Background: an optimization exercise with open tools, aiming at small area and few clock cycles per item. Do not read the settings as production practice.
Only simulation tests tie the RTL to the original design; equivalence was not proved.

## flow/design.v (module list and top-level ports; edited modules follow where they fit)
// module dw_line_ram: 41 lines
// module dw_row_buf: 33 lines
// module dw_fa: 7 lines
// module dw_ha: 7 lines
// module dw_csa_s1: 555 lines
// module dw_csa_s2: 621 lines
// module dw_csa_res: 617 lines
// module dw_weight_bank: 18 lines
// module dw_mac: 83 lines
// module dw_conv_top: 81 lines
// module dw_window: 47 lines
// module dw_conv: 33 lines
module dw_conv (
    input  logic        clk,
    input  logic        rstn,
    input  logic [31:0] pix_in,
    input  logic        in_valid,
    output logic        in_ready,
    output logic [79:0] res_out,
    output logic        out_valid,
    input  logic        out_ready,
    input  logic [6:0]  row_len,
    input  logic        row_len_load,
    input  logic        wcfg_we,
    input  logic [2:0]  wcfg_ch,
    input  logic [3:0]  wcfg_tap,
    input  logic [7:0]  wcfg_coef
);
  // ...
==> flow/run.sh <==
#!/bin/bash
# synth_recipe.tcl (not shown) runs the flow's synth.tcl, then flattens the netlist and writes it again
# the make line also repeats each setting of config.mk as NAME=value (left out here)
make -C /OpenROAD-flow-scripts/flow DESIGN_CONFIG=/design/flow/config.mk WORK_HOME=/design/flow/orfs CLKGATE_MAP_FILE= SYNTH_SCRIPT=/design/flow/synth_recipe.tcl finish
==> flow/config.mk <==
export PLATFORM = sky130hd
export DESIGN_NAME = dw_conv
export DESIGN_NICKNAME = dw_conv
export VERILOG_FILES = /design/flow/design.v
export SDC_FILE = /design/flow/constraint.sdc
export NUM_CORES = 4
export LEC_CHECK = 0
export CAP_MARGIN = 20
export CELL_PAD_IN_SITES_DETAIL_PLACEMENT = 2
export CELL_PAD_IN_SITES_GLOBAL_PLACEMENT = 2
export CORE_MARGIN = 2
export CORE_UTILIZATION = 35
export PLACE_DENSITY = 0.5
export SLEW_MARGIN = 20
export SYNTH_HIERARCHICAL = 1
export SYNTH_MINIMUM_KEEP_SIZE = 0
==> flow/constraint.sdc <==
create_clock -name core_clock -period 6.0 [get_ports {clk}]
set_input_delay 1.2000 -clock core_clock [delete_from_list [all_inputs] [get_ports {clk}]]
set_output_delay 1.2000 -clock core_clock [all_outputs]
set_load 0.01 [all_outputs]
==> impl_metrics.py, run 1 <==
metrics = {
    "final_layout": {
        "antenna-diode-count": 39,
        "buffers": 780,
        "top_regs": "dw_conv_top_inst.dw_row_buf_inst.row1_ram.s5: 960 flops, dw_conv_top_inst.dw_row_buf_inst.row2_ram.s5: 960 flops",
        "bufAreaShareNonClock_pct": 3.512,
        "final_cells": 20540,
        "layout-drive-gt1-share_pct": 14.35,
        "nFlopsAndLatches": 4739,
    },
    "yosys": {
        "synth_most_common_cell": "dfxtp_1",
        "synth-seq-area-share_pct": 57.04,
        "synth-compound-area-share_pct": 3.442,
        "synth_warnings": 17,
        "synth_area_sq_mm": 0.1768,
    },
    "detailed_routing": {
        "antenna_left": 0,
        "dr.pass1.iters": 5,
        "drc": 0,
        "wl_um": 532800,
    },
    "clock_network": {
        "numCtsBuffers": 473,
        "post-cts-setup-buffers": 0,
        "htree_levels": 5,
        "ctsHoldBuffers": 0,
    },
    "critical_path": {
        "reg2reg_depth": 17,
        "crit_path_cell_trace": "buf_12 > buf_4 > nand2_1 > fa_1 > fa_1 > fa_1 > fa_1 > fa_1 > fa_1 > ha_1 > nand2_1 > nor3_1 > o41ai_2 > buf_4 > o221ai_2 > a31oi_1 > xnor2_1",
        "slowest_delay_ns": 0.56,
        "crit-reg2reg-capture": "dw_conv_top_inst.dw_mac_inst.s1_q[67]",
        "startpoint_type": "flop",
        "path_common_cell": "fa_1",
    },
    "global_routing": {
        "met1_usage_pct": 28.47,
    },
    "placed_design": {
        "port_buffers": 140,
        "hpwlAfterDp_um": 382000,
    },
    "floorplan": {
        "die_w_um": 714.7,
        "rows": 261,
    },
    "run_status": {
        "run_status": "complete, no violations",
    },
    "timing": {
        "final_hold_viol_count": 0,
        "setup_ws_ns": 0.1777,
    },
    "worst_hold_path": {
        "hold_depth": 0,
    },
}
Testbench counts, summed over its fixed seeds: cycles 34,786, items 26,996.
==> run 2, diff against run 1 <==
--- a/flow/config.mk
+++ b/flow/config.mk
@@ -10,6 +10,7 @@
 export CELL_PAD_IN_SITES_GLOBAL_PLACEMENT = 2
 export CORE_MARGIN = 2
 export CORE_UTILIZATION = 35
+export CTS_BUF_LIST = sky130_fd_sc_hd__clkbuf_4 sky130_fd_sc_hd__clkbuf_8
 export PLACE_DENSITY = 0.5
 export SLEW_MARGIN = 20
 export SYNTH_HIERARCHICAL = 1
==> run 2 against run 1 <==
Against the previous run:
- sequential cell count is the same
- first-iteration DRC count is 1.1% higher
- non-clock buffer count up 4
==> impl_metrics.py, run 2 <==
metrics = {
    "timing": {
        "slew_headroom_pct": 23.52,
        "final_hold_viol_count": 0,
        "period_needed_ns": 5.807,
        "setup_viol": 0,
        "max_freq_ghz": 0.1722,
        "grt_setup_unrepaired": "true",
        "skew_ns": 0.1188,
        "hold-worst-slack_ns": 0.1687,
        "fin_crit_sh_pct": 96.78,
        "setup_ws_ns": 0.1931,
        "tns_ns": 0,
        "worst_pin_slew_ns": 1.147,
        "slew_violations": 0,
    },
    "final_layout": {
        "syn_to_final_growth_pct": 18.34,
        "final_cells": 21060,
        "utilization_pct": 41.49,
        "nFillCells": 49290,
        "final_cell_mix": "dfxtp_1, fa_1, nand2_1, clkbuf_8, edfxtp_1",
        "top_regs": "dw_conv_top_inst.dw_row_buf_inst.row1_ram.s5: 960 flops, dw_conv_top_inst.dw_row_buf_inst.row2_ram.s5: 960 flops",
        "layout-drive-gt1-share_pct": 17.99,
        "final_common_cell": "dfxtp_1",
        "final_nets": 16230,
    },
    "clock_network": {
        "cts_tree": "yes",
        "clockBufferDepth": 4,
        "clkLatencyLatePin_ns": 1.27,
        "root_buffer": "clkbuf_8",
        "cts_num_sinks": 4739,
        "ctsHoldBuffers": 0,
        "clkTransAtPathRegs_ns": 0.06,
        "numCtsBuffers": 760,
        "htree_levels": 6,
    },
    "global_routing": {
        "grt_pass1_wl_um": 790700,
        "antenna_found_initial": 67,
        "grt_max_degree": 63,
        "grt_overflow": 0,
        "grt_usage_pct": 21.00,
        "grt_pass1_vias": 116500,
    },
    "placed_design": {
        "finalWeightedCongestion": 0.8174,
        "placed_cells": 19600,
        "hpwlAfterDp_um": 382000,
        "port_buffers": 140,
        "dpl_worst_slack_ns": -0.3955,
    },
    "floorplan": {
        "core_sq_mm": 0.5042,
        "die_w_um": 714.7,
        "die_h_um": 714.7,
        "io_pins": 142,
        "initial_core_util_pct": 35.06,
        "dieArea_sq_mm": 0.5108,
        "rows": 261,
    },
    "detailed_routing": {
        "wl_um": 535500,
        "drc": 0,
        "dr.pass1.iters": 7,
        "drt-vias-per-instance": 4.668,
        "antenna_left": 0,
        "wl_per_cell_um": 25.43,
        "drt-initial-drc-count": 4454,
        "vias": 98290,
    },
    "job": {
        "cap_violations": 0,
    },
    "yosys": {
        "ys_top_cells_by_area": "dfxtp_1, fa_1, edfxtp_1",
        "synth_top_area_share_pct": 46.75,
        "synth_warnings": 17,
        "synth_area_per_cell_sq_um": 14.28,
        "ys_ff_latch": 4739,
        "synthCells": 12380,
        "ys_types": 80,
        "yosys-top-cells-count": "dfxtp_1, fa_1, nand2_1",
        "synth-seq-area-share_pct": 57.04,
        "synth_top_area_cell": "dfxtp_1",
        "synth_most_common_cell": "dfxtp_1",
        "synth_edf_count": 580,
        "ys.flop_type": "dfxtp_1",
        "synthArstFlopShare_pct": 0.6541,
        "syn_nets": 14940,
        "synth_area_sq_mm": 0.1768,
    },
    "critical_path": {
        "path_class": "flop to flop",
        "end_kind": "flop",
        "cp.required_ns": 6.92,
        "critPathMaxFanout": 6,
        "startpoint_type": "flop",
        "worstPathArrival_ns": 6.73,
    },
    "run_status": {
        "run_status": "complete, no violations",
    },
    "worst_hold_path": {
        "hold_class": "input pin to async pin",
    },
}
[run 2: cell families (layout without fill, tap and decap cells)]
| family | count (synthesis) | in the layout | synth area share [%] |
|---|---|---|---|
| adders and majority gates | 2496 | 2496 | 26.49 |
| buffers and inverters | 532 | 2452 | 1.355 |
| and+or+nand+nor | 3184 | 3184 | 8.124 |
| muxes | 349 | 349 | 2.508 |
| AOI/OAI and AO/OA | 870 | 870 | 3.442 |
| DFF | 4739 | 4739 | 57.04 |
| xor gates and xnor gates | 211 | 211 | 1.050 |
| other | 0 | 50 | 0 |
[run 2: worst max-delay path: stages (launching register included)]
cell and delay [ns]:
dfxtp_1 0.30, buf_4 0.18, and2_1 0.19, fa_1 0.55, fa_1 0.45, fa_2 0.56, fa_1 0.45, fa_1 0.42
fa_1 0.46, fa_1 0.54, ha_4 0.23, a21o_1 0.21, o21bai_1 0.20, a31oi_1 0.23, xor2_1 0.48
[run 2: worst paths after layout]
check	from	to	slack (ns)	cells past startpoint
max in group asynchronous	rstn	dw_conv_top_inst.dw_window_inst.seg_on[3]	5.12	2
max reg2reg	dw_conv_top_inst.dw_row_buf_inst.top_q[23]	dw_conv_top_inst.dw_mac_inst.buf0_q[49]	0.19	14
min reg2reg	dw_conv_top_inst.dw_row_buf_inst.row1_ram.s5[14][14]	dw_conv_top_inst.dw_row_buf_inst.row1_ram.s5[15][14]	0.24	0
min	rstn	dw_conv_top_inst.dw_mac_inst.rd_q	0.17	2
max	dw_conv_top_inst.dw_row_buf_inst.top_q[23]	dw_conv_top_inst.dw_mac_inst.buf0_q[49]	0.19	14
min in group core_clock	wcfg_coef[5]	dw_conv_top_inst.dw_weight_bank_inst.coefs[133]	0.21	1
[run 2: layout make-up]
cell class	instances	area (sq um)	share of cell area, %
tap	6706	8391	4.011
sequential	4739	100900	48.22
clock buffer	1193	14760	7.053
multi-input combinational	7110	73870	35.31
inverter	281	1056	0.5048
timing repair buffer	784	7358	3.517
antenna	50	125.1	0.05981
clock inverter	194	2768	1.323
[run 2: modules after synthesis (local to each module, per instance), excerpt]
module	copies in the design	cells	area (sq um)	flops+latches
dw_csa_res	4	336	1872	0
dw_csa_s2	4	350	1906	0
dw_ha	140	1	12.51	0
dw_window	1	155	1511	25
dw_weight_bank	1	340	8927	288
dw_mac	1	397	10300	296
dw_fa	2064	1	20.02	0
dw_csa_s1	4	313	1708	0
dw_conv_top	1	13	141.4	2
dw_row_buf	1	32	640.6	32
[run 2: metrics by stage]
step | cell area, sq um
after floorplan | 176800
after global placement | 191000
after detailed placement | 191100
after CTS | 208700
after global routing | 209100
final | 209200
[run 2: repair_timing]
action                     in CTS  in global routing
pin swaps                       0                 13
cloned                          0                  0
resized for setup              10                 69
setup buffers                   7                  9
setup endpoints to repair      37                 57
[run 2: per-layer routing]
layer / vias to the layer above / global-route usage, % / routed length [um]
met5: - / 0 / 97
met4: 14 / 5.928 / 14790
met3: 810 / 3.638 / 24110
met2: 1954 / 34.78 / 252600
met1: 52470 / 28.32 / 243900
li1: 43040 / - / -

==> afterwards: timing with drivers on the ports <==
In the flow no input, the clock included, has a driving cell. The finished layouts below were timed again as built, in two steps. Step 1: set_driving_cell puts a clkbuf_16 on clk and a buf_2 on each other input, an assumption about the parent block. Step 2 adds t to the input delays and takes it off the output delays; t is the mean of the earliest and latest rising clock arrival at the registers after step 1. Input paths then give back, and output paths get back, about the clock's delay inside the block. Slacks: ideal / step 1 / step 2; pairs: ideal / step 1.
| run | shift t [ns] | setup WS [ns] | worst setup path at the end | slew at the worst register clock pin (ns) | worst slew at a driven data input, ns |
|---|---|---|---|---|---|
| run 1 | 1.115 | 0.178 / 0.178 / 0.178 | register to register | 0.07 / 0.07 | 0.22 |
| run 2 | 1.331 | 0.193 / 0.193 / 0.193 | register to register | 0.08 / 0.08 | 0.20 |
After both steps setup and hold are still met in every run listed.
